What follows belongs to an exercise in optimizing a design on an open flow for small area and few clock cycles; a production flow would make more cautious choices.
Where RTL was checked, it was by simulation tests only, not by an equivalence proof against the original.
No functional check of the RTL was part of runs 3 to 6.
Power and IR drop assume default switching activity.

==> design/flow/design.v <==
`timescale 1ns/1ps
`timescale 1ns/1ps
`timescale 1ns/1ps
`timescale 1ns/1ps
`timescale 1ns/1ps
`timescale 1ns/1ps
module axi_wr_top
(
    input  logic        clk,
    input  logic        rst_n,
    input  logic [3:0]  aw_id,
    input  logic [15:0] aw_addr,
    input  logic [7:0]  aw_len,
    input  logic [2:0]  aw_size,
    input  logic [1:0]  aw_burst,
    input  logic        aw_valid,
    output logic        aw_ready,
    input  logic [31:0] w_data,
    input  logic [3:0]  w_strb,
    input  logic        w_last,
    input  logic        w_valid,
    output logic        w_ready,
    output logic [3:0]  b_id,
    output logic [1:0]  b_resp,
    output logic        b_valid,
    input  logic        b_ready,
    output logic [3:0]  mem_id,
    output logic [15:0] mem_addr,
    output logic [31:0] mem_data,
    output logic [3:0]  mem_strb,
    output logic        mem_last,
    output logic        mem_boundary_err,
    output logic        mem_we,
    input  logic        mem_credit
);
    logic        d_valid;
    logic [3:0]  d_id;
    logic [15:0] d_addr;      
    logic [2:0]  d_size;
    logic        d_fixed;
    logic        d_berr;      
    logic [2:0]  credits;
    logic        bv;
    logic [3:0]  bid;
    logic        bslv;
    logic        credit_ok, b_free, beat, burst_done, aw_fire;
    logic [11:0] base, step;
    logic [12:0] sum;
    assign credit_ok  = (credits != 3'd0) || mem_credit;
    assign b_free     = !bv || b_ready;
    assign beat       = d_valid && w_valid && credit_ok && (!w_last || b_free);
    assign burst_done = beat && w_last;
    assign aw_ready   = !d_valid || burst_done;
    assign aw_fire    = aw_valid && aw_ready;
    assign w_ready    = beat;
    assign mem_we     = beat;
    assign base = d_addr[11:0] & (12'hfff << d_size);
    assign step = d_fixed ? 12'd0 : (12'd1 << d_size);
    assign sum  = {1'b0, base} + {1'b0, step};
    always_ff @(posedge clk) begin
        if (aw_fire) begin
            d_id    <= aw_id;
            d_addr  <= aw_addr;
            d_size  <= aw_size;
            d_fixed <= (aw_burst == 2'b00);
            d_berr  <= 1'b0;
        end else if (beat) begin
            d_addr[11:0] <= sum[12] ? base : sum[11:0];
            d_berr       <= sum[12];
        end
        if (burst_done) begin
            bid  <= d_id;
            bslv <= (d_size > 3'd2);
        end
    end
    always_ff @(posedge clk or negedge rst_n) begin
        if (!rst_n) begin
            d_valid <= 1'b0;
            credits <= 3'd4;
            bv      <= 1'b0;
        end else begin
            if (aw_fire)
                d_valid <= 1'b1;
            else if (burst_done)
                d_valid <= 1'b0;
            credits <= credits - {2'b0, beat} + {2'b0, mem_credit};
            if (burst_done)
                bv <= 1'b1;
            else if (b_ready)
                bv <= 1'b0;
        end
    end
    assign mem_id           = d_id;
    assign mem_addr         = d_addr;
    assign mem_data         = w_data;
    assign mem_strb         = w_strb;
    assign mem_last         = w_last;
    assign mem_boundary_err = d_berr;
    assign b_valid          = bv;
    assign b_id             = bid;
    assign b_resp           = {bslv, 1'b0};
endmodule
==> design/flow/run.sh <==
#!/bin/bash
# synth_recipe.tcl (not shown) runs the flow's synth.tcl, then flattens the netlist and writes it again
# the make line also repeats each setting of config.mk as NAME=value (left out here)
make -C /OpenROAD-flow-scripts/flow DESIGN_CONFIG=/design/flow/config.mk WORK_HOME=/design/flow/orfs CLKGATE_MAP_FILE= SYNTH_SCRIPT=/design/flow/synth_recipe.tcl finish
==> design/flow/config.mk <==
export PLATFORM = sky130hd
export DESIGN_NAME = axi_wr_top
export DESIGN_NICKNAME = axi_wr_top
export VERILOG_FILES = /design/flow/design.v
export SDC_FILE = /design/flow/constraint.sdc
export NUM_CORES = 4
export LEC_CHECK = 0
export CAP_MARGIN = 20
export CORE_MARGIN = 2
export CORE_UTILIZATION = 40
export SLEW_MARGIN = 20
==> design/flow/constraint.sdc <==
create_clock -name core_clock -period 5.0 [get_ports {clk}]
set_input_delay 1.0000 -clock core_clock [delete_from_list [all_inputs] [get_ports {clk}]]
set_output_delay 1.0000 -clock core_clock [all_outputs]
set_load 0.01 [all_outputs]
==> results of run 1 <==
## cells in the mapped netlist, types with 2 or more instances
| library cell | n |
|---|---|
| nand3_1 | 4 |
| buf_4 | 40 |
| a31oi_1 | 6 |
| xnor2_1 | 2 |
| o31ai_4 | 2 |
| a21oi_1 | 12 |
| clkbuf_1 | 2 |
| o31ai_1 | 3 |
| nor2_1 | 17 |
| or3_1 | 2 |
| nand3b_1 | 2 |
| a21o_1 | 2 |
| nand2b_1 | 8 |
| nand2_1 | 16 |
| nor3_1 | 7 |
| xor2_1 | 6 |
| buf_2 | 2 |
| fa_1 | 2 |
| mux2i_1 | 3 |
| nor2b_1 | 2 |
| dfrtp_1 | 4 |
| inv_1 | 8 |
| ha_1 | 10 |
| o21ai_1 | 2 |
| edfxtp_1 | 29 |
| o21ai_0 | 6 |
## sequential cells by signal, summed over array words and instances, names as in the netlist
signal	cells
credits	3
bv	1
d_addr	16
d_fixed	1
d_id	4
d_size	3
d_valid	1
d_berr	1
bid	4
bslv	1
## metal layers
layer	up-vias	GRT usage, %	share of wire [%]
li1	803	-	-
met1	751	19.8	45
met2	57	23.8	45
met3	18	4.04	7.2
met4	0	8.98	3.0
met5	-	0	0
## metrics by stage
| stage | setup slack (ns) | area (um2) | power [W] | instances | hold slack [ns] |
|---|---|---|---|---|---|
| global placement | 1.34 | 2700 | 0.000760 | 313 | 0.434 |
| floorplan | 2.21 | 2320 | 0.000659 | 224 | 0.481 |
| detailed placement | 1.33 | 2700 | 0.000764 | 313 | 0.434 |
| CTS | 1.32 | 2790 | 0.000977 | 321 | 0.450 |
| global route | 1.20 | 2790 | 0.00103 | 321 | 0.454 |
| finish | 1.34 | 2790 | 0.000963 | 321 | 0.447 |
## power groups by stage
stage / combinational, W / clock (W) / sequential [W]
final: 0.000321 / 0.000210 / 0.000433
after global routing: 0.000362 / 0.000226 / 0.000441
after CTS: 0.000326 / 0.000218 / 0.000433
after detailed placement: 0.000325 / 0 / 0.000439
after global placement: 0.000322 / 0 / 0.000438
after floorplan: 0.000214 / 0 / 0.000445
## kinds of logic after synthesis
kind of cell | count (synthesis) | synth area share, %
AOI/OAI and AO/OA | 43 | 13.5
xor gates and xnor gates | 8 | 3.02
adders and majority gates | 12 | 7.12
buffers and inverters | 54 | 15.7
DFF | 35 | 43.9
muxes | 3 | 1.30
other | 1 | 0.162
and+or+nand+nor | 68 | 15.3
## worst max-delay path, stage by stage
cell	delay (ns)
clkdlybuf4s50_1	0.46
nor4_4	0.33
nand3b_1	0.16
a21o_1	0.13
inv_1	0.09
clkdlybuf4s50_1	0.48
## cell usage in the layout (no fill, tap or decap), types with 7 or more instances in the layout
cell	n
a21oi_1	12
clkdlybuf4s50_1	62
edfxtp_1	29
ha_1	10
inv_1	8
nand2_1	16
nand2b_1	8
nor2_1	17
nor3_1	7
## layout make-up
class	count	area, um2	share of cell area [%]
Clock buffer	7	86.3	3.09
Timing Repair Buffer	62	621	22.2
Inverter	9	33.8	1.21
Tap cell	72	90.1	3.23
Clock inverter	1	5.00	0.179
Multi-Input combinational cell	135	938	33.6
Sequential cell	35	1020	36.4
## worst paths after layout
path                             from  slack, ns         end
setup / recovery           mem_credit       1.34     w_ready
hold / removal                d_id[3]       0.45      bid[3]
setup reg to reg            d_size[2]       1.94   d_addr[7]
hold reg to reg               d_id[3]       0.45      bid[3]
max in group asynchronous       rst_n       3.80  credits[2]
min in group asynchronous       rst_n       0.94  credits[0]
==> metrics.md, run 1 <==
| Metric | Value |
|---|---|
| I/O Buffers | 62 |
| Crit. End Element | output pin |
| Setup Buffers After CTS | 0 |
| Initial antenna violation count | 0 |
| Layout cells sized above 1 | 7.63% |
| Net count, final | 336 |
| Internal power | 0.000665 W |
| Routability cong. | 0.760 |
| Combinational share of power | 33.3% |
| Routed Antenna Nets | 0 |
| Synth Instances | 224 |
| Largest net degree at the start of global routing | 23 |
| Top-area cell type share of the netlist area | 37.6% |
| Setup Skew | 0.00513 ns |
| Final-report max-slew violation count | 0 |
| Fin Setup TNS | 0 ns |
| Post-CTS Hold Fix Bufs | 0 |
| Endpoints failing setup | 0 |
| Async set-or-reset flop fraction in the synthesized netlist | 14.3% |
| Drt wl/cell | 14.5 um |
| Boundary Pins | 144 |
| Register area share after synthesis | 43.9% |
| Max-cap check violation count | 0 |
| Fin. Hold Viols | 0 |
| GRT Util Overall | 15.5% |
| Netlist Area Pre-Place | 2320 um2 |
| CTS tree | yes |
| Psw | 0.000299 W |
| CTS Sinks | 35 |
| Crit path max fanout | 4 |
| Clock Pin Slew Worst Setup and Hold Paths | 0.06 ns |
| Die ar. | 6420 um2 |
| Slew margin rel. | 49.5% |
| Worst vdd ir | 0.226 mV |
| Vias in the first global route | 1,594 |
| Clk buf depth | 2 |
| RSZ-0062 raised after global routing | false |
| Synth Area per Inst | 10.4 um2 |
| Synth Register Bits | 35 |
| Fin crit period | 3.66 ns |
| Ys Warns | 1 |
| WP data arrival | 2.66 ns |
| Cell Pwr Density | 345 nW/um2 |
| Depth of the worst register-to-register path | 7 |
| Ant. Diodes | 0 |
| Max Fclk | 0.274 GHz |
| Post-Syn Nets | 312 |
| Detail Placement HPWL | 3.45 mm |
| Post-Route WL | 4.65 mm |
| DRT iter0 DRCs | 66 |
| WS Path Type | input pin to output pin |
| Die width | 80.1 um |
| First-pass GRT wire length | 7.55 mm |
| Sequential power share | 44.9% |
| Hold depth | 0 |
| Ys flop type | edfxtp_1 |
| Sw frac | 31.0% |
| Row cnt | 27 |
| CP Launch Type | input pin |
| H-tree depth | 2 |
| Synth cell types | 51 |
| Fill cells | 520 |
| Leak | 1.08 nW |
| Yosys top cell by area | edfxtp_1 |
| DRC violations left | 0 |
| Drt first pass iters | 4 |
| Post-CTS sizing | 0 |
| Required time worst endpoint | 4.00 ns |
| Clk Latency, worst-skew pair | 0.29 ns |
| Clock share of power | 21.7% |
| Root Buffer Master | clkbuf_8 |
| Tightest Pin Transition | 0.750 ns |
| Synth top area cells | edfxtp_1, buf_4, ha_1, dfrtp_1, nor2_1 |
| Status | timing/DRC/antenna clean |
| Die Y-Extent | 80.1 um |
| Layout Utilization | 50.4% |
| CTS buffer count | 5 |
| Period utilization | 73.1% |
| Starting density of the core | 41.8% |
| Grt ovf | 0 |
| Vias | 1,629 |
| CORE AREA | 5540 um2 |
| Area Growth Syn to Fin | 20.4% |
| Vias/cell | 5.07 |
| Worst hold path type | flop to flop |
| EDFF count, synth | 29 |
Testbench counts, summed over its fixed seeds: cycles 42,784.
==> run 2: changes to the inputs <==
==> design/flow/flow/run.sh (new file) <==
#!/bin/bash
# Standard ORFS flow, with the port buffers inserted as the smallest buffer cell.
cp standard.sh standard_sh.txt
export BUFFER_PORTS_ARGS="-buffer_cell sky130_fd_sc_hd__buf_1"
bash standard.sh > standard.log 2>&1
==> design/flow/standard.sh (new file) <==
#!/bin/bash
# synth_recipe.tcl (not shown) runs the flow's synth.tcl, then flattens the netlist and writes it again
# the make line also repeats each setting of config.mk as NAME=value (left out here)
make -C /OpenROAD-flow-scripts/flow DESIGN_CONFIG=/design/flow/config.mk WORK_HOME=/design/flow/orfs CLKGATE_MAP_FILE= SYNTH_SCRIPT=/design/flow/synth_recipe.tcl "${@:-finish}"
removed: design/flow/run.sh
==> run 2 against run 1 <==
  * Setup slack gained 0.57 ns
  * Highest routed layer unchanged
  * Synthesized area stayed put
  * Largest cell class unchanged
  * Utilization down 7.0 points
  * Via count fell by 0.43%
  * Synthesized cell count did not move
  * Sequential power about the same
  * Still clean
  * Clock-buffer cell count unchanged
  * Total power down 5.7%
==> metrics.md, run 2 <==
| Metric | Value |
|---|---|
| Yosys top cell by area | edfxtp_1 |
| Biggest regs | d_addr: 16 flops, bid: 4 flops, d_id: 4 flops |
| Synth cell types | 51 (unchanged) |
| Fin crit period | 3.09 ns (-0.569 ns) |
| Post-Syn Nets | 312 (unchanged) |
| Async set-or-reset flop fraction in the synthesized netlist | 14.3% (unchanged) |
| DRC violations left | 0 (unchanged) |
| Detail Placement HPWL | 3.38 mm (-2.1%) |
| CTS Sinks | 35 (unchanged) |
| Ys Warns | 1 (unchanged) |
| Leak | 0.912 nW (-16%) |
| Commonest cells in the synthesized netlist | buf_4, edfxtp_1, nor2_1 |
| Slew margin rel. | 46.4% (-3.1 points) |
| Starting density of the core | 41.8% (unchanged) |
| Vias | 1,622 (-0.43%) |
| Boundary Pins | 144 (unchanged) |
| Row cnt | 27 (unchanged) |
| GRT Util Overall | 15.2% (-0.30 points) |
| Pre-CTS setup slack | 1.91 ns (+0.585 ns) |
| I/O Buffers | 62 (unchanged) |
| Worst hold path type | flop to flop |
| Vias in the first global route | 1,577 (-1.1%) |
| Required time worst endpoint | 4.92 ns (+0.92 ns) |
| Worst vdd ir | 0.245 mV (+8.2%) |
| Tightest Pin Transition | 0.795 ns (+0.0456 ns) |
| Grt ovf | 0 (unchanged) |
| Layout cells sized above 1 | 7.63% (unchanged) |
| Final instance area | 2400 um2 (-14%) |
| Fin Setup TNS | 0 ns (unchanged) |
| Netlist Area Pre-Place | 2320 um2 (unchanged) |
| Die Y-Extent | 80.1 um (unchanged) |
| Clk Latency, worst-skew pair | 0.29 ns (about the same) |
| Final setup margin | 1.91 ns (+0.569 ns) |
| CTS tree | yes |
| Crit path max fanout | 12 (+8) |
| Setup Skew | 0.00378 ns (-0.00134 ns) |
| Net count, final | 336 (unchanged) |
| Largest Register | d_addr |
| Drt wl/cell | 14.3 um (-1.6%) |
| Top-area cell type share of the netlist area | 37.6% (unchanged) |
| Max Fclk | 0.324 GHz (+18%) |
| Most frequent cells in the layout | buf_1, edfxtp_1, nor2_1, nand2_1, a21oi_1 |
| Routed wl met3 | 298 um (-11%) |
| Root Buffer Master | clkbuf_8 |
| Status | timing/DRC/antenna clean |
| Max-cap check violation count | 0 (unchanged) |
| Routability cong. | 0.748 (-1.5%) |
| Register area share after synthesis | 43.9% (unchanged) |
| WP data arrival | 3.01 ns (+0.35 ns) |
| Max FFs per register | 16 (unchanged) |
| Hold Slack | 0.450 ns (+0.00304 ns) |
| Wire length on met2 | 2.09 mm (+0.96%) |
| RSZ-0062 raised after global routing | false |
| Die width | 80.1 um (unchanged) |
| CTS buffer count | 5 (unchanged) |
| EDFF count, synth | 29 (unchanged) |
| WS Path Type | flop to flop |
| M1 wire length | 2.11 mm (unchanged) |
| Placed cell area | 2310 um2 (-14%) |
| Synth top area cells | edfxtp_1, buf_4, ha_1, dfrtp_1, nor2_1 |
| Synth Instances | 224 (unchanged) |
| Fill cells | 578 (+11%) |
| Most common cell after layout, fill and taps aside | buf_1 |
| Crit. End Element | flop |
| Routed Antenna Nets | 0 (unchanged) |
| H-tree depth | 2 (unchanged) |
| Clk buf depth | 2 (unchanged) |
| Cell Pwr Density | 378 nW/um2 (+9.6%) |
| Post-Route WL | 4.58 mm (-1.6%) |
| Final-report max-slew violation count | 0 (unchanged) |
| Area Growth Syn to Fin | 3.67% |
| Post-CTS Hold Fix Bufs | 0 (unchanged) |
| Endpoints failing setup | 0 (unchanged) |
| Most frequent cell after synthesis | buf_4 |
| Initial antenna violation count | 0 (unchanged) |
| DRT iter0 DRCs | 63 (-4.5%) |
| Vias/cell | 5.05 (-0.43%) |
| Synth Register Bits | 35 (unchanged) |
| First-pass GRT wire length | 7.50 mm (-0.64%) |
| CP Launch Type | flop |
| Synth Area per Inst | 10.4 um2 (unchanged) |
| Post-CTS sizing | 0 (unchanged) |
| Dpl cells | 313 (unchanged) |
| Ant. Diodes | 0 (unchanged) |
| Drt first pass iters | 4 (unchanged) |
| Fin. Hold Viols | 0 (unchanged) |
| Ys flop type | edfxtp_1 |
| CORE AREA | 5540 um2 (unchanged) |
| Top sig layer | met4 |
| Setup Buffers After CTS | 0 (unchanged) |
| Clock Pin Slew Worst Setup and Hold Paths | 0.07 ns (about the same) |
| Largest net degree at the start of global routing | 23 (unchanged) |
| Die ar. | 6420 um2 (unchanged) |
| Period utilization | 61.7% (-11 points) |
| Post-Layout Cell Count | 321 (unchanged) |
## run 2: cell counts after synthesis
No cell type changed its count.
## run 2: report_power, final
part	internal, W	switching [W]
Combinational	0.000105	0.000156
Sequential	0.000388	0.0000451
Clock	0.000111	0.000103
Total	0.000604	0.000305
## run 2: worst paths after layout
path | start | end | slack, ns | cells past startpoint
worst max-delay path | d_size[2] | d_addr[8] | 1.91 | 7
worst min-delay path | d_id[1] | bid[1] | 0.45 | 0
worst min register to register | d_id[1] | bid[1] | 0.45 | 0
max in group asynchronous | rst_n | credits[2] | 4.18 | 1
min in group asynchronous | rst_n | credits[0] | 0.55 | 1
worst max register to register | d_size[2] | d_addr[8] | 1.91 | 7
## run 2: per-stage QoR
stage | util (%) | power, W
after CTS | 43.4 | 0.000921
after detailed placement | 41.7 | 0.000704
final | 43.4 | 0.000909
after global placement | 41.7 | 0.000697
after floorplan | - | 0.000659
after global routing | 43.4 | 0.000977
## run 2: critical path, stage by stage, from the launching register on
cell,delay (ns)
edfxtp_1,0.58
nor4b_1,0.14
ha_1,0.27
fa_1,0.44
nand3_1,0.16
a21oi_2,0.09
o211a_1,0.36
o21ai_0,0.69
## run 2: final cells by class
class / count / area [um2] / area share, %
multi-input combinational: 135 / 938 / 39.0
clock buffer: 7 / 86.3 / 3.59
clock inverter: 1 / 5.00 / 0.208
sequential: 35 / 1020 / 42.3
timing repair buffer: 62 / 233 / 9.68
tap: 72 / 90.1 / 3.75
inverter: 9 / 33.8 / 1.41
## run 2: per-layer routing
| metal | vias to the layer above | global-route usage (%) |
|---|---|---|
| met1 | 749 | 20.1 |
| met3 | 14 | 3.48 |
| met4 | 0 | 7.29 |
| met2 | 61 | 23.6 |
| met5 | - | 0 |
| li1 | 798 | - |
## run 2: cells by family after synthesis
logic type | count (synthesis) | synth area share (%)
simple gates | 68 | 15.3
flops | 35 | 43.9
compound gates | 43 | 13.5
mux | 3 | 1.30
fa+ha+maj | 12 | 7.12
buf+inv | 54 | 15.7
xor+xnor | 8 | 3.02
other cells | 1 | 0.162
==> run 3: changes to the inputs <==
--- a/design/flow/design.v
+++ b/design/flow/design.v
@@ -55,8 +55,7 @@
     assign w_ready    = beat;
     assign mem_we     = beat;
     assign base = d_addr[11:0] & (12'hfff << d_size);
-    assign step = d_fixed ? 12'd0 : (12'd1 << d_size);
-    assign sum  = {1'b0, base} + {1'b0, step};
+    assign sum  = d_fixed ? {1'b0, base} : ({1'b0, d_addr[11:0] | ~(12'hfff << d_size)} + 13'd1);
     always_ff @(posedge clk) begin
         if (aw_fire) begin
             d_id    <= aw_id;
==> run 3 against run 2 <==
  * Still clean on timing, DRC and antenna
  * Synthesized area down 6.2%
  * Global-route usage decreased by 0.21 points
  * Final area fell by 5.1%
  * Wire length fell by 4.6%
  * Clock-buffer cell count fell by 1
  * First-iteration DRC count is 21% higher
  * Largest power group unchanged
  * Highest routed layer unchanged
==> metrics.md, run 3 <==
| Metric | Value |
|---|---|
| Biggest regs | d_addr: 16 flops, bid: 4 flops, d_id: 4 flops |
| Sequential power share | 47.1% (-0.5 points) |
| Max FFs per register | 16 (unchanged) |
| Ys flop type | edfxtp_1 |
| Detail Placement HPWL | 3.13 mm (-7.5%) |
| Synth Area in XOR/XNOR | 4.03% (+1.0 points) |
| Fin. Hold Viols | 0 (unchanged) |
| Fill cells | 522 (-9.7%) |
| Synth Area in Simple Gates | 13.3% (-2.0 points) |
| Max-cap check violation count | 0 (unchanged) |
| Period utilization | 64.5% (+2.8 points) |
| Synth Area per Inst | 10.5 um2 (+1.6%) |
| Netlist Area Pre-Place | 2180 um2 (-6.2%) |
| Setup Buffers After CTS | 0 (unchanged) |
| Initial antenna violation count | 0 (unchanged) |
| Register area share after synthesis | 46.8% (+2.9 points) |
| Post-Synth Adder-Cell Area | 2.65% (-4.5 points) |
| Async set-or-reset flop fraction in the synthesized netlist | 14.3% (unchanged) |
| DRT iter0 DRCs | 76 (+21%) |
| Sequential Area | 1020 um2 (unchanged) |
| Vias in the first global route | 1,420 (-10%) |
| Largest Register | d_addr |
| Drt wl/cell | 14.5 um (+1.7%) |
| CP Launch Type | flop |
| Largest net degree at the start of global routing | 30 (+30%) |
| Worst vdd ir | 0.231 mV (-5.7%) |
| Critical path, cell by cell | or3_1 -> or2_2 -> ha_1 -> o21ai_1 -> nor3_1 -> a21o_1 -> o21ai_0 |
| Required time worst endpoint | 4.93 ns (about the same) |
| Boundary Pins | 144 (unchanged) |
| Post-CTS Hold Fix Bufs | 0 (unchanged) |
| Die width | 77.8 um (-3.0%) |
| Clk buf depth | 2 (unchanged) |
| Root Buffer Master | clkbuf_8 |
| I/O Buffers | 62 (unchanged) |
| Tightest Pin Transition | 0.765 ns (-0.0308 ns) |
| CTS Sinks | 35 (unchanged) |
| CTS tree | yes |
| Fin crit period | 3.23 ns (+0.139 ns) |
| WP data arrival | 3.16 ns (+0.15 ns) |
| Drt first pass iters | 4 (unchanged) |
| CTS buffer count | 5 (unchanged) |
| Endpoints failing setup | 0 (unchanged) |
| Cell Pwr Density | 405 nW/um2 (+7.1%) |
| Clk Latency, worst-skew pair | 0.29 ns (about the same) |
| First-pass GRT wire length | 6.93 mm (-7.5%) |
| Routed Antenna Nets | 0 (unchanged) |
| Routability cong. | 0.810 (+8.2%) |
| Clock Pin Slew Worst Setup and Hold Paths | 0.08 ns (about the same) |
| Synth Area in Compound Gates | 15.3% (+1.8 points) |
| Fin Setup TNS | 0 ns (unchanged) |
| H-tree depth | 2 (unchanged) |
| Synth Instances | 207 (-7.6%) |
| Multiplexer share of the synthesized area | 0.978% (-0.32 points) |
| Slew margin rel. | 48.5% (+2.1 points) |
| Commonest cells in the synthesized netlist | buf_4, edfxtp_1, nand2_1 |
| Synth cell types | 51 (unchanged) |
| Sw frac | 31.4% (-2.2 points) |
| Hold Crit Start | d_id[1] |
| Setup Skew | 0.00982 ns (+0.00604 ns) |
| Yosys top cell by area | edfxtp_1 |
| Status | timing/DRC/antenna clean |
| RSZ-0062 raised after global routing | false |
| Post-CTS sizing | 0 (unchanged) |
| CP max stage delay | 0.67 ns (-0.02 ns) |
| Max Fclk | 0.310 GHz (-4.3%) |
| Vias | 1,520 (-6.3%) |
| Leak | 0.804 nW (-12%) |
| GRT Util Overall | 15.0% (-0.21 points) |
| Synth top area cells | edfxtp_1, buf_4, dfrtp_1, nand2_1, o21ai_0 |
| Area Growth Syn to Fin | 4.83% |
| WS Path Type | flop to flop |
| Post-Route WL | 4.37 mm (-4.6%) |
| Die ar. | 6050 um2 (-5.8%) |
| Psw | 0.000290 W (-4.9%) |
| Ant. Diodes | 0 (unchanged) |
| Combinational share of power | 24.0% (-4.8 points) |
| Starting density of the core | 42.1% (+0.22 points) |
| Final-report max-slew violation count | 0 (unchanged) |
| Internal power | 0.000634 W (+5.0%) |
| Placed cell area | 2160 um2 (-6.4%) |
| Post-Syn Nets | 287 (-8.0%) |
| Multi-input logic area | 792 um2 (-16%) |
| Top-area cell type share of the netlist area | 40.0% (+2.5 points) |
| Final instance area | 2280 um2 (-5.1%) |
| Hold Slack | 0.448 ns (-0.00143 ns) |
| Die Y-Extent | 77.8 um (-3.0%) |
| Row cnt | 26 (-3.7%) |
| Synth Register Bits | 35 (unchanged) |
| Vias/cell | 5.05 (about the same) |
| Clock share of power | 28.9% (+5.3 points) |
| R2R Path Start | d_size[2] |
| Most common cell after layout, fill and taps aside | buf_1 |
| EDFF count, synth | 29 (unchanged) |
| DRC violations left | 0 (unchanged) |
| Most frequent cells in the layout | buf_1, edfxtp_1, nand2_1, o21ai_0, nor2_1 |
| Most frequent cell after synthesis | buf_4 |
| Crit path max fanout | 20 (+8) |
| Ys Warns | 1 (unchanged) |
| Crit. End Element | flop |
| Grt ovf | 0 (unchanged) |
| Largest family of logic cells by synthesized area | buffers and inverters |
| Critical path launch point | d_size[2] |
| CORE AREA | 5170 um2 (-6.6%) |
| Net count, final | 310 (-7.7%) |
| Worst hold path type | flop to flop |
| CP max-delay cell | edfxtp_1 |
| Layout cells sized above 1 | 9.09% (+1.5 points) |
[run 3: worst paths after layout]
path | cells after the start | end | slack (ns)
max reg2reg | 7 | d_addr[7] | 1.77
min reg2reg | 0 | bid[1] | 0.45
min in group asynchronous | 1 | d_valid | 0.56
min | 0 | bid[1] | 0.45
max | 7 | d_addr[7] | 1.77
max in group asynchronous | 1 | credits[2] | 4.17
[run 3: final cells by class]
type	count	share of cell area, %
Clock inverter	2	1.54
Clock buffer	6	3.62
Multi-Input combinational cell	117	34.7
Tap cell	70	3.84
Sequential cell	35	44.6
Inverter	9	1.48
Timing Repair Buffer	62	10.2
[run 3: cells by family after synthesis]
logic type                 Yosys count
other                                1
muxes                                2
AOI/OAI and AO/OA                   44
and+or+nand+nor                     56
DFF                                 35
adders and majority gates            4
buffers and inverters               55
xor gates and xnor gates            10
[run 3: stage by stage]
| stage | total power, W | instances | setup slack (ns) | utilization, % |
|---|---|---|---|---|
| 2_1_floorplan | 0.000625 | 207 | 2.11 | - |
| 3_3_place_gp | 0.000661 | 293 | 1.78 | 41.8 |
| 3_5_place_dp | 0.000665 | 293 | 1.75 | 41.8 |
| 4_1_cts | 0.000935 | 301 | 1.75 | 44.1 |
| 5_1_grt | 0.000977 | 301 | 1.47 | 44.1 |
| 6_report | 0.000924 | 301 | 1.77 | 44.1 |
[run 3: worst max-delay path, delay by kind of cell, from the launching register on]
| family | cells | cell delay (ns) |
|---|---|---|
| flip-flops | 1 | 0.67 |
| AO/OA/AOI/OAI | 3 | 1.06 |
| AND/OR/NAND/NOR | 3 | 0.89 |
| adder cells (fa/ha/maj) | 1 | 0.24 |
[run 3: power by group through the flow]
stage / Clock (W) / Sequential, W / Combinational, W
2_1_floorplan: 0 / 0.000438 / 0.000187
3_3_place_gp: 0 / 0.000439 / 0.000222
3_5_place_dp: 0 / 0.000441 / 0.000224
4_1_cts: 0.000275 / 0.000434 / 0.000226
5_1_grt: 0.000282 / 0.000443 / 0.000253
6_report: 0.000267 / 0.000435 / 0.000222
[run 3: per-layer routing]
layer,routed length [um],up-vias,track usage (%)
met5,0,-,0
met4,84,0,7.32
met3,316,11,4.88
met2,1890,61,21.6
met1,2070,700,20.2
li1,-,748,-
==> run 4: changes to the inputs <==
--- a/design/flow/config.mk
+++ b/design/flow/config.mk
@@ -5,7 +5,9 @@
 export SDC_FILE = /design/flow/constraint.sdc
 export NUM_CORES = 4
 export LEC_CHECK = 0
+export ABC_AREA = 1
 export CAP_MARGIN = 20
 export CORE_MARGIN = 2
 export CORE_UTILIZATION = 40
+export CTS_BUF_LIST = sky130_fd_sc_hd__clkbuf_4
 export SLEW_MARGIN = 20
==> run 4 against run 3 <==
  * Critical path depth fell by 1
  * Total power rose by 24%
  * Flip-flop and latch count did not move
  * Non-clock buffer count rose by 1
  * Final area fell by 3.2%
  * Clock skew fell by 0.0010 ns
  * Synthesized cell count rose by 13%
  * Critical path type is now input pin to output pin
  * Largest power group unchanged
  * Highest routed layer unchanged
==> metrics.md, run 4 <==
| Metric | Value |
|---|---|
| Status | timing/DRC/antenna clean |
| I/O Buffers | 62 (unchanged) |
| Psw | 0.000479 W (+65%) |
| Die Y-Extent | 77.0 um (-0.99%) |
| Routing usage on met2 | 25.0% (+3.4 points) |
| Routed Antenna Nets | 0 (unchanged) |
| GR peak layer | met2 |
| Worst hold path type | flop to flop |
| Starting density of the core | 41.5% (-0.61 points) |
| Vias | 1,486 (-2.2%) |
| GRT Util Overall | 14.4% (-0.66 points) |
| Max FFs per register | 16 (unchanged) |
| Synth cell types | 29 (-43%) |
| Leak | 0.920 nW (+14%) |
| Synth Area per Inst | 9.11 um2 (-13%) |
| DRC violations left | 0 (unchanged) |
| Biggest regs | d_addr: 16 flops, bid: 4 flops, d_id: 4 flops |
| Internal power | 0.000669 W (+5.5%) |
| DRT iter0 DRCs | 66 (-13%) |
| EDFF count, synth | 29 (unchanged) |
| Largest net degree at the start of global routing | 19 (-37%) |
| Endpoints failing setup | 0 (unchanged) |
| Crit. End Element | output pin |
| Detail Placement HPWL | 3.02 mm (-3.3%) |
| Final-report max-slew violation count | 0 (unchanged) |
| Required time worst endpoint | 4.00 ns (-0.93 ns) |
| Row cnt | 26 (unchanged) |
| Commonest cells in the synthesized netlist | nand2_1, buf_4, edfxtp_1 |
| Root Buffer Master | clkbuf_4 |
| CTS tree | yes |
| Clock share of power | 14.1% (-15 points) |
| Synth Register Bits | 35 (unchanged) |
| Most frequent cell after synthesis | nand2_1 |
| H-tree depth | 2 (unchanged) |
| CORE AREA | 5140 um2 (-0.63%) |
| Layout cells sized above 1 | 7.98% (-1.1 points) |
| Setup Skew | 0.00881 ns (-0.00101 ns) |
| Depth of the worst register-to-register path | 10 (+3) |
| Critical path, cell by cell | buf_1 -> inv_1 -> nand2_1 -> o211ai_1 -> inv_1 -> buf_1 |
| Synth top area cells | edfxtp_1, buf_4, nand2_1, dfrtp_1, inv_1 |
| Setup Buffers After CTS | 0 (unchanged) |
| Yosys top cell by area | edfxtp_1 |
| Combinational share of power | 41.8% (+18 points) |
| Ys flop type | edfxtp_1 |
| Ys Warns | 1 (unchanged) |
| Synth Instances | 234 (+13%) |
| Register area share after synthesis | 47.7% (+0.99 points) |
| Most common cell after layout, fill and taps aside | nand2_1 |
| Top-area cell type share of the netlist area | 40.9% (+0.85 points) |
| Multi-input logic area | 704 um2 (-11%) |
| Routability cong. | 0.850 (+5.0%) |
| M3 GR Usage | 4.59% (-0.30 points) |
| Crit path max fanout | 7 (-65%) |
| Die width | 77.0 um (-0.99%) |
| Netlist Area Pre-Place | 2130 um2 (-2.1%) |
| Drt first pass iters | 4 (unchanged) |
| Post-CTS sizing | 0 (unchanged) |
| CP max stage delay | 0.50 ns (-0.17 ns) |
| Cell Pwr Density | 520 nW/um2 (+28%) |
| Die ar. | 5930 um2 (-2.0%) |
| Tightest Pin Transition | 0.753 ns (-0.0115 ns) |
| Clk Latency, worst-skew pair | 0.34 ns (+0.05 ns) |
| Sw frac | 41.7% (+10 points) |
| Fin crit period | 2.94 ns (-0.290 ns) |
| Sequential power share | 44.1% (-3.0 points) |
| Clk buf depth | 2 (unchanged) |
| CTS Sinks | 35 (unchanged) |
| Post-Route WL | 3.88 mm (-11%) |
| CTS buffer count | 5 (unchanged) |
| Period utilization | 58.7% (-5.8 points) |
| Max-cap check violation count | 0 (unchanged) |
| Vias/cell | 4.46 (-12%) |
| Hold depth | 0 (unchanged) |
| Fin. Hold Viols | 0 (unchanged) |
| Layout Utilization | 42.9% (-1.2 points) |
| Vias in the first global route | 1,570 (+11%) |
| WS Path Type | input pin to output pin |
| Clock Pin Slew Worst Setup and Hold Paths | 0.12 ns (+0.04 ns) |
| Drt wl/cell | 11.7 um (-20%) |
| First-pass GRT wire length | 6.70 mm (-3.4%) |
| Post-CTS Hold Fix Bufs | 0 (unchanged) |
| Pre-CTS setup slack | 1.90 ns (+0.148 ns) |
| Initial antenna violation count | 0 (unchanged) |
| Most frequent cells in the layout | nand2_1, buf_1, edfxtp_1, inv_1, nand3_1 |
| Max Fclk | 0.341 GHz (+9.9%) |
| Net count, final | 342 (+10%) |
| Worst vdd ir | 0.193 mV (-16%) |
| Post-Syn Nets | 314 (+9.4%) |
| Largest Register | d_addr |
| Async set-or-reset flop fraction in the synthesized netlist | 14.3% (unchanged) |
| Area Growth Syn to Fin | 3.58% |
| Final setup margin | 2.06 ns (+0.290 ns) |
| Ant. Diodes | 0 (unchanged) |
| Fill cells | 545 (+4.4%) |
| Fin Setup TNS | 0 ns (unchanged) |
| RSZ-0062 raised after global routing | false |
| CP max-delay cell | o211ai_1 |
| Grt ovf | 0 (unchanged) |
| Slew margin rel. | 49.3% (+0.78 points) |
| Met1 Use GR | 15.6% (-4.6 points) |
| Boundary Pins | 144 (unchanged) |
| CP Launch Type | input pin |
| WP data arrival | 1.94 ns (-1.22 ns) |
| Sequential Area | 1020 um2 (unchanged) |
-- run 4: cell types whose count changed after synthesis, moves of 3 or more --
cell      before  now
nand2_1       18   65
inv_1          8   24
nand3_1        6   15
o21ai_0       11    3
or3_1          5    0
nand2b_1       4    0
nor2_1         9   13
o31ai_1        5    1
a21o_1         3    0
a31oi_1        3    0
-- run 4: metal layers --
metal	part of all wire (%)	vias up
li1	-	766
met1	40	655
met2	50	57
met3	8.1	8
met4	2.1	0
met5	0	-
-- run 4: power by group through the flow --
| stage | Sequential, W | Combinational (W) | Clock, W |
|---|---|---|---|
| global placement | 0.000509 | 0.000480 | 0 |
| CTS | 0.000507 | 0.000491 | 0.000171 |
| global route | 0.000520 | 0.000560 | 0.000180 |
| floorplan | 0.000531 | 0.000365 | 0 |
| detailed placement | 0.000513 | 0.000491 | 0 |
| finish | 0.000507 | 0.000480 | 0.000161 |
-- run 4: logic make-up (layout without fill, tap and decap cells) --
family / count (synthesis) / count (layout) / share of synthesized area, %
simple gates: 110 / 110 / 24.2
buf+inv: 67 / 96 / 19.2
flops: 35 / 35 / 47.7
xor+xnor: 10 / 10 / 4.11
compound gates: 7 / 7 / 1.88
fa+ha+maj: 4 / 4 / 2.70
other cells: 1 / 1 / 0.176
-- run 4: critical path: cells and delay by family --
kind / cells / cell delay (ns)
buf+inv: 4 / 0.37
simple gates: 1 / 0.07
compound gates: 1 / 0.50
-- run 4: layout make-up --
cell class | instances | area share (%)
Sequential cell | 35 | 46.1
Multi-Input combinational cell | 132 | 31.9
Timing Repair Buffer | 63 | 10.9
Inverter | 25 | 4.37
Tap cell | 70 | 3.97
Clock buffer | 5 | 1.70
Clock inverter | 3 | 1.08
-- run 4: path summary, 6_finish.rpt --
kind,start,slack (ns),end
setup / recovery,b_ready,2.06,mem_we
hold / removal,d_id[3],0.46,bid[3]
setup reg to reg,d_size[2],2.33,d_addr[10]
hold reg to reg,d_id[3],0.46,bid[3]
max in group asynchronous,rst_n,4.23,credits[2]
min in group asynchronous,rst_n,0.49,d_valid
-- run 4: per-stage QoR --
stage | cell area, um2 | total power, W | std cells | hold WS, ns
2_1_floorplan | 2130 | 0.000896 | 234 | 0.499
3_3_place_gp | 2150 | 0.000989 | 325 | 0.429
3_5_place_dp | 2150 | 0.00100 | 325 | 0.430
4_1_cts | 2210 | 0.00117 | 333 | 0.462
5_1_grt | 2210 | 0.00126 | 333 | 0.482
6_report | 2210 | 0.00115 | 333 | 0.461
==> run 5: changes to the inputs <==
--- a/design/flow/design.v
+++ b/design/flow/design.v
@@ -39,14 +39,14 @@
     logic [2:0]  d_size;
     logic        d_fixed;
     logic        d_berr;      
-    logic [2:0]  credits;
+    logic [2:0]  owed;
     logic        bv;
     logic [3:0]  bid;
     logic        bslv;
     logic        credit_ok, b_free, beat, burst_done, aw_fire;
     logic [11:0] base, step;
     logic [12:0] sum;
-    assign credit_ok  = (credits != 3'd0) || mem_credit;
+    assign credit_ok  = !owed[2] || mem_credit;
     assign b_free     = !bv || b_ready;
     assign beat       = d_valid && w_valid && credit_ok && (!w_last || b_free);
     assign burst_done = beat && w_last;
@@ -75,14 +75,14 @@
     always_ff @(posedge clk or negedge rst_n) begin
         if (!rst_n) begin
             d_valid <= 1'b0;
-            credits <= 3'd4;
+            owed    <= 3'd0;
             bv      <= 1'b0;
         end else begin
             if (aw_fire)
                 d_valid <= 1'b1;
             else if (burst_done)
                 d_valid <= 1'b0;
-            credits <= credits - {2'b0, beat} + {2'b0, mem_credit};
+            owed    <= owed + {2'b0, beat} - {2'b0, mem_credit};
             if (burst_done)
                 bv <= 1'b1;
             else if (b_ready)
==> run 5 against run 4 <==
  * Largest cell class unchanged
  * Via count shrank 0.94%
  * Setup slack gained 0.11 ns
  * Wire length shrank 3.3%
  * Global-route usage shrank 0.25 points
  * Clock power shrank 3%
  * Largest power group unchanged
  * Critical endpoint is now w_ready
  * Still clean
  * Non-clock buffer count shrank 1
  * Final area shrank 2.5%
  * Critical path type unchanged
  * Flip-flop and latch count is the same
  * First-iteration DRC count shrank 30%
==> metrics.md, run 5 <==
| Metric | Value |
|---|---|
| Synth Register Bits | 35 (unchanged) |
| Most frequent cell after synthesis | nand2_1 |
| Period utilization | 56.6% (-2.1 points) |
| CTS tree | yes |
| Routability cong. | 0.788 (-7.3%) |
| Met1 Use GR | 16.4% (+0.78 points) |
| Max Fclk | 0.353 GHz (+3.7%) |
| DRC violations left | 0 (unchanged) |
| H-tree depth | 2 (unchanged) |
| Biggest regs | d_addr: 16 flops, bid: 4 flops, d_id: 4 flops |
| Post-CTS Hold Fix Bufs | 0 (unchanged) |
| Endpoints failing setup | 0 (unchanged) |
| Drt first pass iters | 4 (unchanged) |
| Required time worst endpoint | 4.00 ns (about the same) |
| I/O Buffers | 62 (unchanged) |
| Crit. End Element | output pin |
| Vias/cell | 4.47 (+0.26%) |
| Synth cell types | 26 (-10%) |
| Worst vdd ir | 0.209 mV (+8.3%) |
| Critical path launch point | b_ready |
| Die ar. | 5800 um2 (-2.1%) |
| Post-Layout Cell Count | 329 (-1.2%) |
| Post-CTS sizing | 0 (unchanged) |
| Dpl cells | 321 (-1.2%) |
| Area Growth Syn to Fin | 3.24% |
| Async set-or-reset flop fraction in the synthesized netlist | 14.3% (unchanged) |
| Most frequent cells in the layout | nand2_1, buf_1, edfxtp_1, inv_1, nand3_1 |
| Die Y-Extent | 76.2 um (-1.0%) |
| WP data arrival | 1.83 ns (-0.11 ns) |
| Net count, final | 339 (-0.88%) |
| Yosys top cell by area | edfxtp_1 |
| Setup Buffers After CTS | 0 (unchanged) |
| Drt wl/cell | 11.4 um (-2.2%) |
| Total power draw | 0.00110 W (-4.0%) |
| EDFF count, synth | 29 (unchanged) |
| Initial antenna violation count | 0 (unchanged) |
| Fin. Hold Viols | 0 (unchanged) |
| Fin Setup TNS | 0 ns (unchanged) |
| First-pass GRT wire length | 6.42 mm (-4.1%) |
| GRT Util Overall | 14.1% (-0.25 points) |
| Layout cells sized above 1 | 5.79% (-2.2 points) |
| Worst reg2reg setup slack | 2.41 ns (+0.08 ns) |
| Max-cap check violation count | 0 (unchanged) |
| Vias | 1,472 (-0.94%) |
| Ys flop type | edfxtp_1 |
| Setup Skew | 0.0101 ns (+0.00131 ns) |
| Depth of the worst register-to-register path | 10 (unchanged) |
| CORE AREA | 5070 um2 (-1.3%) |
| R2R Path Start | d_size[2] |
| Cell Pwr Density | 512 nW/um2 (-1.5%) |
| DRT iter0 DRCs | 46 (-30%) |
| Netlist Area Pre-Place | 2080 um2 (-2.2%) |
| Worst hold path type | flop to flop |
| Routed Antenna Nets | 0 (unchanged) |
| Synth top area cells | edfxtp_1, buf_4, nand2_1, dfrtp_1, inv_1 |
| Leak | 0.921 nW (about the same) |
| Clk Latency, worst-skew pair | 0.35 ns (about the same) |
| WS Path Type | input pin to output pin |
| RSZ-0062 raised after global routing | false |
| Die width | 76.2 um (-1.0%) |
| Starting density of the core | 41.1% (-0.38 points) |
| Max FFs per register | 16 (unchanged) |
| CTS Sinks | 35 (unchanged) |
| Largest Register | d_addr |
| Final-report max-slew violation count | 0 (unchanged) |
| Clk buf depth | 2 (unchanged) |
| Layout Utilization | 42.4% (-0.53 points) |
| Root Buffer Master | clkbuf_4 |
| Ys Warns | 1 (unchanged) |
| Top-area cell type share of the netlist area | 41.8% (+0.91 points) |
| Grt ovf | 0 (unchanged) |
| Status | timing/DRC/antenna clean |
| CP endpoint | w_ready |
| CTS buffer count | 5 (unchanged) |
| Most common cell after layout, fill and taps aside | nand2_1 |
| Clock Pin Slew Worst Setup and Hold Paths | 0.12 ns (about the same) |
| Synth Instances | 231 (-1.3%) |
| M3 GR Usage | 4.74% (+0.15 points) |
| Slew margin rel. | 41.1% (-8.2 points) |
| Hold Slack | 0.447 ns (-0.0139 ns) |
| Row cnt | 26 (unchanged) |
| Commonest cells in the synthesized netlist | nand2_1, buf_4, edfxtp_1 |
| Register area share after synthesis | 48.7% (+1.0 points) |
| Tightest Pin Transition | 0.883 ns (+0.130 ns) |
| Hold Crit Start | d_id[2] |
| Fill cells | 552 (+1.3%) |
| GR peak layer | met2 |
| Routing usage on met2 | 23.8% (-1.3 points) |
| Boundary Pins | 144 (unchanged) |
| Reg-to-Reg End | d_addr[9] |
| Detail Placement HPWL | 2.90 mm (-4.0%) |
| Synth Area per Inst | 9.02 um2 (-0.90%) |
| Post-Syn Nets | 312 (-0.64%) |
| Ant. Diodes | 0 (unchanged) |
| Vias in the first global route | 1,446 (-7.9%) |
| Crit path max fanout | 6 (-1) |
| Post-Route WL | 3.75 mm (-3.3%) |
| CP Launch Type | input pin |
| Largest net degree at the start of global routing | 27 (+8) |
| Fin crit period | 2.83 ns (-0.106 ns) |
==> run 5: how the worst min path moves through the flow <==
| stage | to | slack (ns) | depth (start not counted) |
|---|---|---|---|
| floorplan | owed[2] | 0.44 | 1 |
| global placement | bid[2] | 0.43 | 0 |
| global route | bid[2] | 0.47 | 0 |
| CTS | bid[2] | 0.45 | 0 |
| detailed placement | bid[2] | 0.43 | 0 |
| finish | bid[2] | 0.45 | 0 |
==> run 5: cells by family (layout without fill, tap and decap cells) <==
logic type,Yosys count,count (layout),share of synthesized area [%]
flops,35,35,48.7
buf+inv,66,94,19.2
fa+ha+maj,5,5,3.36
compound gates,7,7,1.92
other cells,1,1,0.180
xor+xnor,10,10,4.20
simple gates,107,107,22.4
==> run 5: layer usage <==
layer  routed length [um]  up-vias
li1                     -      751
met5                    0        -
met4                   66        0
met2                 1790       49
met3                  222        7
met1                 1680      665
==> run 5: where the power goes <==
group          internal [W]  switching (W)
sequential         0.000438      0.0000578
clock             0.0000539       0.000103
combinational      0.000155       0.000294
total              0.000647       0.000454
==> run 5: through the flow <==
step                setup slack [ns]  area, um2
floorplan                       2.32       2080
global placement                1.77       2090
detailed placement              1.76       2090
CTS                             2.13       2150
global route                    1.88       2150
finish                          2.17       2150
==> run 5: worst max-delay path, stage by stage <==
cell and delay (ns):
buf_1 0.07, inv_1 0.04, nand2_1 0.07, o21bai_1 0.40, inv_1 0.11, buf_1 0.15
==> run 5: cell type report <==
| class | instances | area (um2) | share of cell area [%] |
|---|---|---|---|
| clock buffer | 5 | 37.5 | 1.74 |
| clock inverter | 3 | 20.0 | 0.930 |
| inverter | 24 | 90.1 | 4.19 |
| multi-input combinational | 130 | 668 | 31.0 |
| sequential | 35 | 1020 | 47.2 |
| tap | 70 | 87.6 | 4.07 |
| timing repair buffer | 62 | 233 | 10.8 |
==> run 6: changes to the inputs <==
--- a/design/flow/config.mk
+++ b/design/flow/config.mk
@@ -5,7 +5,6 @@
 export SDC_FILE = /design/flow/constraint.sdc
 export NUM_CORES = 4
 export LEC_CHECK = 0
-export ABC_AREA = 1
 export CAP_MARGIN = 20
 export CORE_MARGIN = 2
 export CORE_UTILIZATION = 40
==> run 6 against run 5 <==
  * Still clean
  * Utilization fell by 0.45 points
  * Wire length rose by 14%
  * Clock-buffer cell count did not move
  * Critical endpoint is now mem_we
  * Largest cell class unchanged
  * Largest power group unchanged
  * Highest routed layer unchanged
==> metrics.md, run 6 <==
| Metric | Value |
|---|---|
| Fin. Hold Viols | 0 (unchanged) |
| Ys Warns | 1 (unchanged) |
| First-pass GRT wire length | 6.96 mm (+8.3%) |
| DRT iter0 DRCs | 80 (+74%) |
| Most frequent cell after synthesis | buf_4 |
| Routability cong. | 0.802 (+1.7%) |
| Post-Route WL | 4.28 mm (+14%) |
| Sequential power share | 48.2% (+3.2 points) |
| Net count, final | 309 (-8.8%) |
| Row cnt | 27 (+3.8%) |
| H-tree depth | 2 (unchanged) |
| CP Launch Type | input pin |
| Combinational share of power | 28.0% (-13 points) |
| Vias/cell | 5.29 (+18%) |
| Clock Pin Slew Worst Setup and Hold Paths | 0.12 ns (about the same) |
| Period utilization | 56.0% (-0.57 points) |
| Commonest cells in the synthesized netlist | buf_4, edfxtp_1, nand2_1 |
| RSZ-0062 raised after global routing | false |
| Endpoints failing setup | 0 (unchanged) |
| Register area share after synthesis | 45.6% (-3.1 points) |
| Slew margin rel. | 61.6% (+20 points) |
| Top sig layer | met4 |
| Final instance area | 2280 um2 (+6.0%) |
| Fin crit period | 2.80 ns (-0.0284 ns) |
| CTS tree | yes |
| Largest Register | d_addr |
| Final-report max-slew violation count | 0 (unchanged) |
| Ant. Diodes | 0 (unchanged) |
| Most frequent cells in the layout | buf_1, edfxtp_1, nand2_1, nor2_1, nand3_1 |
| Wire length on met2 | 1.94 mm (+8.3%) |
| Synth cell types | 54 (+110%) |
| Status | timing/DRC/antenna clean |
| Fin Setup TNS | 0 ns (unchanged) |
| Area Growth Syn to Fin | 2.53% |
| Die Y-Extent | 78.6 um (+3.2%) |
| Worst vdd ir | 0.198 mV (-5.5%) |
| Most common cell after layout, fill and taps aside | buf_1 |
| Post-Syn Nets | 288 (-7.7%) |
| Synth top area cells | edfxtp_1, buf_4, dfrtp_1, nand2_1, xnor2_1 |
| Starting density of the core | 40.9% (-0.15 points) |
| Die width | 78.6 um (+3.2%) |
| Detail Placement HPWL | 3.14 mm (+8.1%) |
| Post-CTS sizing | 0 (unchanged) |
| Vias | 1,593 (+8.2%) |
| WP data arrival | 1.80 ns (-0.03 ns) |
| WS Path Type | input pin to output pin |
| Required time worst endpoint | 4.00 ns (about the same) |
| Internal power | 0.000592 W (-8.6%) |
| Synth Register Bits | 35 (unchanged) |
| Cell Pwr Density | 391 nW/um2 (-24%) |
| Max Fclk | 0.357 GHz (+1.0%) |
| CORE AREA | 5440 um2 (+7.2%) |
| Vias in the first global route | 1,413 (-2.3%) |
| Max-cap check violation count | 0 (unchanged) |
| Post-CTS Hold Fix Bufs | 0 (unchanged) |
| Synth Area per Inst | 10.8 um2 (+19%) |
| Die ar. | 6180 um2 (+6.4%) |
| M1 wire length | 1.82 mm (+8.5%) |
| GRT Util Overall | 14.7% (+0.63 points) |
| EDFF count, synth | 29 (unchanged) |
| CTS Sinks | 35 (unchanged) |
| Clk buf depth | 2 (unchanged) |
| Ys flop type | edfxtp_1 |
| Tightest Pin Transition | 0.577 ns (-0.306 ns) |
| Largest net degree at the start of global routing | 27 (unchanged) |
| Crit. End Element | output pin |
| Root Buffer Master | clkbuf_4 |
| Max FFs per register | 16 (unchanged) |
| Setup Buffers After CTS | 0 (unchanged) |
| Async set-or-reset flop fraction in the synthesized netlist | 14.3% (unchanged) |
| Leak | 0.800 nW (-13%) |
| Drt wl/cell | 14.2 um (+24%) |
| Sw frac | 33.7% (-7.5 points) |
| Crit path max fanout | 5 (-1) |
| Psw | 0.000301 W (-34%) |
| Grt ovf | 0 (unchanged) |
| Placed cell area | 2200 um2 (+5.0%) |
| Clk Latency, worst-skew pair | 0.35 ns (about the same) |
| Setup Skew | 0.0130 ns (+0.00287 ns) |
| Worst hold path type | flop to flop |
| Drt first pass iters | 5 (+1) |
| Yosys top cell by area | edfxtp_1 |
| Synth Instances | 207 (-10%) |
| Top-area cell type share of the netlist area | 39.1% (-2.7 points) |
| Biggest regs | d_addr: 16 flops, bid: 4 flops, d_id: 4 flops |
| CTS buffer count | 5 (unchanged) |
| I/O Buffers | 62 (unchanged) |
| Worst reg2reg setup slack | 2.31 ns (-0.10 ns) |
| Clock share of power | 23.9% (+9.7 points) |
| Initial antenna violation count | 0 (unchanged) |
| DRC violations left | 0 (unchanged) |
| Layout cells sized above 1 | 7.86% (+2.1 points) |
| Routed wl met3 | 434 um (+95%) |
| Netlist Area Pre-Place | 2230 um2 (+6.8%) |
| Boundary Pins | 144 (unchanged) |
| Routed Antenna Nets | 0 (unchanged) |
==> run 6: cell types whose count changed after synthesis, sizes merged, moves of 4 or more <==
cell and change:
a21oi +5, a22o +5, a31oi +4, inv -15
nand2 -53, nand3 -9, nor2 -6, nor3 +4
==> run 6: cells by family after synthesis <==
kind of cell / Yosys count / synth area share (%)
XOR/XNOR: 11 / 4.33
other: 1 / 0.168
buffers and inverters: 57 / 17.3
flip-flops: 35 / 45.6
AND/OR/NAND/NOR: 52 / 11.7
AO/OA/AOI/OAI: 45 / 17.3
adder cells (fa/ha/maj): 5 / 3.15
multiplexers: 1 / 0.450
==> run 6: layer usage <==
layer	vias up	track usage [%]
li1	748	-
met5	-	0
met1	755	18.7
met4	0	6.49
met2	76	22.2
met3	14	5.75
==> run 6: final cells by class <==
class | instances | area [um2]
tap | 72 | 90.1
timing repair buffer | 62 | 233
inverter | 9 | 33.8
sequential | 35 | 1020
fill | 556 | 3160
multi-input combinational | 115 | 826
clock inverter | 3 | 46.3
clock buffer | 5 | 37.5
==> run 6: power groups by stage <==
| stage | clock network, W | logic (W) | registers, W |
|---|---|---|---|
| 2_1_floorplan | 0 | 0.000213 | 0.000434 |
| 3_3_place_gp | 0 | 0.000247 | 0.000437 |
| 3_5_place_dp | 0 | 0.000253 | 0.000437 |
| 4_1_cts | 0.000222 | 0.000256 | 0.000431 |
| 5_1_grt | 0.000237 | 0.000282 | 0.000439 |
| 6_report | 0.000213 | 0.000250 | 0.000430 |
==> run 6: path summary, 6_finish.rpt <==
path / start / end / cells after the start
min reg2reg: d_id[0] / bid[0] / 0
min: d_id[0] / bid[0] / 0
min in group asynchronous: rst_n / owed[1] / 1
max in group asynchronous: rst_n / owed[0] / 1
max: b_ready / mem_we / 5
max reg2reg: d_size[2] / d_addr[6] / 6
==> run 6: critical path, stage by stage <==
cell	delay (ns)
buf_1	0.07
nor2b_1	0.21
a21o_1	0.26
inv_1	0.12
buf_1	0.14
==> run 6: per-stage QoR <==
stage	utilization, %	hold WS, ns	cells	power [W]	worst slack [ns]
after floorplan	-	0.456	207	0.000647	2.21
after global placement	40.4	0.436	293	0.000684	1.82
after detailed placement	40.4	0.430	293	0.000689	1.80
after CTS	42.0	0.461	301	0.000908	2.18
after global routing	42.0	0.450	301	0.000958	1.96
final	42.0	0.458	301	0.000893	2.20
==> run 7: changes to the inputs <==
--- a/design/flow/design.v
+++ b/design/flow/design.v
@@ -44,7 +44,7 @@
     logic [3:0]  bid;
     logic        bslv;
     logic        credit_ok, b_free, beat, burst_done, aw_fire;
-    logic [11:0] base, step;
+    logic [11:0] mask;
     logic [12:0] sum;
     assign credit_ok  = !owed[2] || mem_credit;
     assign b_free     = !bv || b_ready;
@@ -54,8 +54,8 @@
     assign aw_fire    = aw_valid && aw_ready;
     assign w_ready    = beat;
     assign mem_we     = beat;
-    assign base = d_addr[11:0] & (12'hfff << d_size);
-    assign sum  = d_fixed ? {1'b0, base} : ({1'b0, d_addr[11:0] | ~(12'hfff << d_size)} + 13'd1);
+    assign mask = 12'hfff << d_size;
+    assign sum  = {1'b0, d_addr[11:0] | ~mask} + {12'd0, !d_fixed};
     always_ff @(posedge clk) begin
         if (aw_fire) begin
             d_id    <= aw_id;
@@ -64,7 +64,7 @@
             d_fixed <= (aw_burst == 2'b00);
             d_berr  <= 1'b0;
         end else if (beat) begin
-            d_addr[11:0] <= sum[12] ? base : sum[11:0];
+            d_addr[11:0] <= (sum[11:0] | {12{sum[12]}}) & mask;
             d_berr       <= sum[12];
         end
         if (burst_done) begin
--- a/design/flow/config.mk
+++ b/design/flow/config.mk
@@ -5,6 +5,7 @@
 export SDC_FILE = /design/flow/constraint.sdc
 export NUM_CORES = 4
 export LEC_CHECK = 0
+export ABC_AREA = 1
 export CAP_MARGIN = 20
 export CORE_MARGIN = 2
 export CORE_UTILIZATION = 40
==> run 7 against run 6 <==
  * Still clean
  * Synthesized cell count is 13% higher
  * Flip-flop and latch count stayed put
  * Synthesized area is 1.6% lower
  * Register-to-register slack better by 0.28 ns
  * Final cell count is 9.6% higher
  * Sequential power is 19% higher
  * Maximum frequency is 0.43% higher
  * Clock skew is 0.00084 ns lower
  * Total power is 35% higher
  * Setup slack better by 0.012 ns
==> metrics.md, run 7 <==
| Metric | Value |
|---|---|
| I/O Buffers | 62 (unchanged) |
| Async set-or-reset flop fraction in the synthesized netlist | 14.3% (unchanged) |
| Worst hold path type | flop to flop |
| Critical path, cell by cell | buf_1 -> inv_1 -> nand2_1 -> nand4_1 -> nand2_1 -> nand2_1 -> inv_1 -> nor2_1 -> nand2_1 -> nand2_1 |
| Most frequent cell after synthesis | nand2_1 |
| CP max stage delay | 0.73 ns (+0.47 ns) |
| Largest Register | d_addr |
| Synth Area per Inst | 9.40 um2 (-13%) |
| Sw frac | 42.2% (+8.5 points) |
| Synth Instances | 233 (+13%) |
| Drt first pass iters | 4 (-1) |
| Critical path buffers and inverters | 3 (unchanged) |
| Setup Buffers After CTS | 0 (unchanged) |
| Vias in the first global route | 1,485 (+5.1%) |
| Most frequent cells in the layout | buf_1, nand2_1, edfxtp_1, inv_1, nor2_1 |
| Fin crit period | 2.79 ns (-0.0121 ns) |
| Synth top area cells | edfxtp_1, buf_4, nand2_1, dfrtp_1, inv_1 |
| Most common cell after layout, fill and taps aside | buf_1 |
| Max Fclk | 0.359 GHz (+0.43%) |
| Post-Syn Nets | 315 (+9.4%) |
| Fin Setup TNS | 0 ns (unchanged) |
| Layout cells sized above 1 | 13.1% (+5.2 points) |
| Root Buffer Master | clkbuf_4 |
| Endpoints failing setup | 0 (unchanged) |
| Status | timing/DRC/antenna clean |
| EDFF count, synth | 29 (unchanged) |
| Drt wl/cell | 12.2 um (-14%) |
| Largest net degree at the start of global routing | 22 (-19%) |
| CTS Sinks | 35 (unchanged) |
| Net count, final | 341 (+10%) |
| Row cnt | 26 (-3.7%) |
| Max-cap check violation count | 0 (unchanged) |
| Post-CTS sizing | 0 (unchanged) |
| Crit path max fanout | 21 (+16) |
| Clock Pin Slew Worst Setup and Hold Paths | 0.12 ns (about the same) |
| CTS buffer count | 5 (unchanged) |
| Sequential Area | 1020 um2 (unchanged) |
| DRT iter0 DRCs | 53 (-34%) |
| CORE AREA | 5200 um2 (-4.3%) |
| Clk Latency, worst-skew pair | 0.35 ns (about the same) |
| Setup Skew | 0.0122 ns (-0.000837 ns) |
| Psw | 0.000509 W (+69%) |
| RSZ-0062 raised after global routing | false |
| Dpl cells | 322 (+9.9%) |
| Crit. End Element | flop |
| Initial antenna violation count | 0 (unchanged) |
| Die ar. | 6080 um2 (-1.5%) |
| Yosys top cell by area | edfxtp_1 |
| Most used cell, CP | nand2_1 |
| Die width | 78.0 um (-0.78%) |
| First-pass GRT wire length | 6.82 mm (-1.9%) |
| Synth cell types | 32 (-41%) |
| Multi-input logic area | 742 um2 (-10%) |
| Netlist Area Pre-Place | 2190 um2 (-1.6%) |
| DRC violations left | 0 (unchanged) |
| Final-report max-slew violation count | 0 (unchanged) |
| Clock share of power | 13.4% (-10 points) |
| Vias | 1,486 (-6.7%) |
| Synth Register Bits | 35 (unchanged) |
| Worst vdd ir | 0.239 mV (+21%) |
| Period utilization | 55.8% (-0.24 points) |
| Max FFs per register | 16 (unchanged) |
| Internal power | 0.000697 W (+18%) |
| CP max-delay cell | inv_1 |
| Routed Antenna Nets | 0 (unchanged) |
| Cell Pwr Density | 536 nW/um2 (+37%) |
| Vias/cell | 4.50 (-15%) |
| Register area share after synthesis | 46.4% (+0.76 points) |
| Commonest cells in the synthesized netlist | nand2_1, buf_4, edfxtp_1 |
| Slew margin rel. | 46.2% (-15 points) |
| Boundary Pins | 144 (unchanged) |
| Sequential power share | 42.5% (-5.7 points) |
| CP Launch Type | input pin |
| Die Y-Extent | 78.0 um (-0.78%) |
| Top-area cell type share of the netlist area | 39.8% (+0.65 points) |
| Post-Route WL | 4.03 mm (-5.7%) |
| Area Growth Syn to Fin | 2.69% |
| Biggest regs | d_addr: 16 flops, bid: 4 flops, d_id: 4 flops |
| Detail Placement HPWL | 3.00 mm (-4.5%) |
| WS Path Type | input pin to flop |
| Leak | 0.958 nW (+20%) |
| Ant. Diodes | 0 (unchanged) |
| Post-Layout Cell Count | 330 (+9.6%) |
| Ys flop type | edfxtp_1 |
| WP data arrival | 2.92 ns (+1.12 ns) |
| Layout Utilization | 43.2% (+1.2 points) |
| CTS tree | yes |
| Routability cong. | 0.800 (-0.21%) |
| Top delay family on crit path | simple AND/OR/NAND/NOR gates |
| H-tree depth | 2 (unchanged) |
| Clk buf depth | 2 (unchanged) |
| Grt ovf | 0 (unchanged) |
| Fin. Hold Viols | 0 (unchanged) |
| Starting density of the core | 42.1% (+1.1 points) |
| Post-CTS Hold Fix Bufs | 0 (unchanged) |
| Required time worst endpoint | 5.13 ns (+1.13 ns) |
| Ys Warns | 1 (unchanged) |
| GRT Util Overall | 14.5% (-0.28 points) |
| Fill cells | 555 (-0.18%) |
| Combinational share of power | 44.1% (+16 points) |
| Tightest Pin Transition | 0.806 ns (+0.229 ns) |
## run 7: cell types whose count changed after synthesis, moves of 4 or more
cell,delta
inv_1,+19
o21ai_1,+4
nand2_4,+4
nor2_1,+10
and3_1,-4
nand2_1,+29
a21oi_2,+4
a22o_1,-5
a21oi_1,-4
nor2_4,+4
## run 7: area by class of cell
class / count / area share [%]
flip-flops and latches: 35 / 45.2
clock buffers: 6 / 2.00
clock inverters: 2 / 0.612
multi-input cells: 126 / 33.0
inverters: 29 / 4.95
well taps: 70 / 3.90
repair buffers: 62 / 10.4
## run 7: kinds of logic after synthesis
kind of cell | share of synthesized area, %
AND/OR/NAND/NOR | 23.1
buffers and inverters | 19.7
flip-flops | 46.4
AO/OA/AOI/OAI | 4.86
adder cells (fa/ha/maj) | 3.77
XOR/XNOR | 2.00
other | 0.171
## run 7: metal layers
metal | wire length, um | part of all wire [%] | track usage, % | vias up
met1 | 1720 | 43 | 17.4 | 662
met2 | 1920 | 48 | 22.8 | 55
li1 | - | - | - | 757
met4 | 74 | 1.8 | 6.32 | 0
met3 | 318 | 7.9 | 5.81 | 12
met5 | 0 | 0 | 0 | -
## run 7: path summary, 6_finish.rpt
kind | start | to | slack [ns] | cells after the start
worst max-delay path | mem_credit | d_addr[2] | 2.21 | 10
worst min-delay path | d_id[0] | bid[0] | 0.45 | 0
worst max register to register | owed[2] | d_addr[2] | 2.59 | 8
worst min register to register | d_id[0] | bid[0] | 0.45 | 0
max in group asynchronous | rst_n | d_valid | 4.28 | 1
min in group asynchronous | rst_n | owed[0] | 0.50 | 1
## run 7: per-stage QoR
step | hold slack, ns | setup slack (ns) | instance area [um2] | power [W]
after CTS | 0.457 | 2.18 | 2250 | 0.00123
after detailed placement | 0.434 | 1.80 | 2190 | 0.00106
final | 0.449 | 2.21 | 2250 | 0.00121
after global placement | 0.432 | 1.84 | 2190 | 0.00105
after global routing | 0.476 | 1.98 | 2250 | 0.00132
after floorplan | 0.456 | 2.27 | 2190 | 0.000953
## run 7: power by group through the flow
stage | clock network [W] | registers [W] | logic, W
2_1_floorplan | 0 | 0.000542 | 0.000411
6_report | 0.000161 | 0.000513 | 0.000532
3_5_place_dp | 0 | 0.000521 | 0.000541
3_3_place_gp | 0 | 0.000518 | 0.000531
4_1_cts | 0.000169 | 0.000515 | 0.000544
5_1_grt | 0.000180 | 0.000529 | 0.000609
Testbench counts of run 7, summed over its fixed seeds: cycles 42,784.

port drivers added, routing unchanged:
How much do the figures lean on ideal ports? The routed layouts below were timed once more, with nothing changed but the port constraints. Step 1: set_driving_cell puts a clkbuf_16 on clk and a buf_2 on each other input, an assumption about the parent block. Step 2 adds t to the input delays and takes it off the output delays; t is the mean of the earliest and latest rising clock arrival at the registers after step 1. Input paths then give back, and output paths get back, about the clock's delay inside the block. Three values: no drivers, after step 1, after step 2; two values: the first two.
run | shift t [ns] | setup WS [ns] | worst setup path after step 2 | cell pins on the clock port's net
run 1 | 0.315 | 1.344 / 1.324 / 1.324 | input to output | 1
run 2 | 0.312 | 1.913 / 1.913 / 1.913 | register to register | 1
run 3 | 0.317 | 1.774 / 1.774 / 1.774 | register to register | 1
run 4 | 0.363 | 2.064 / 2.043 / 1.968 | input to register | 1
run 5 | 0.364 | 2.170 / 2.148 / 1.835 | input to register | 1
run 6 | 0.366 | 2.199 / 2.174 / 1.835 | input to register | 1
run 7 | 0.368 | 2.211 / 2.213 / 1.845 | input to register | 1
After both steps every run listed still meets setup and hold. The setup slack of run 7, which loses most, moves by +0.002 ns with the drivers and by -0.366 ns with both steps.
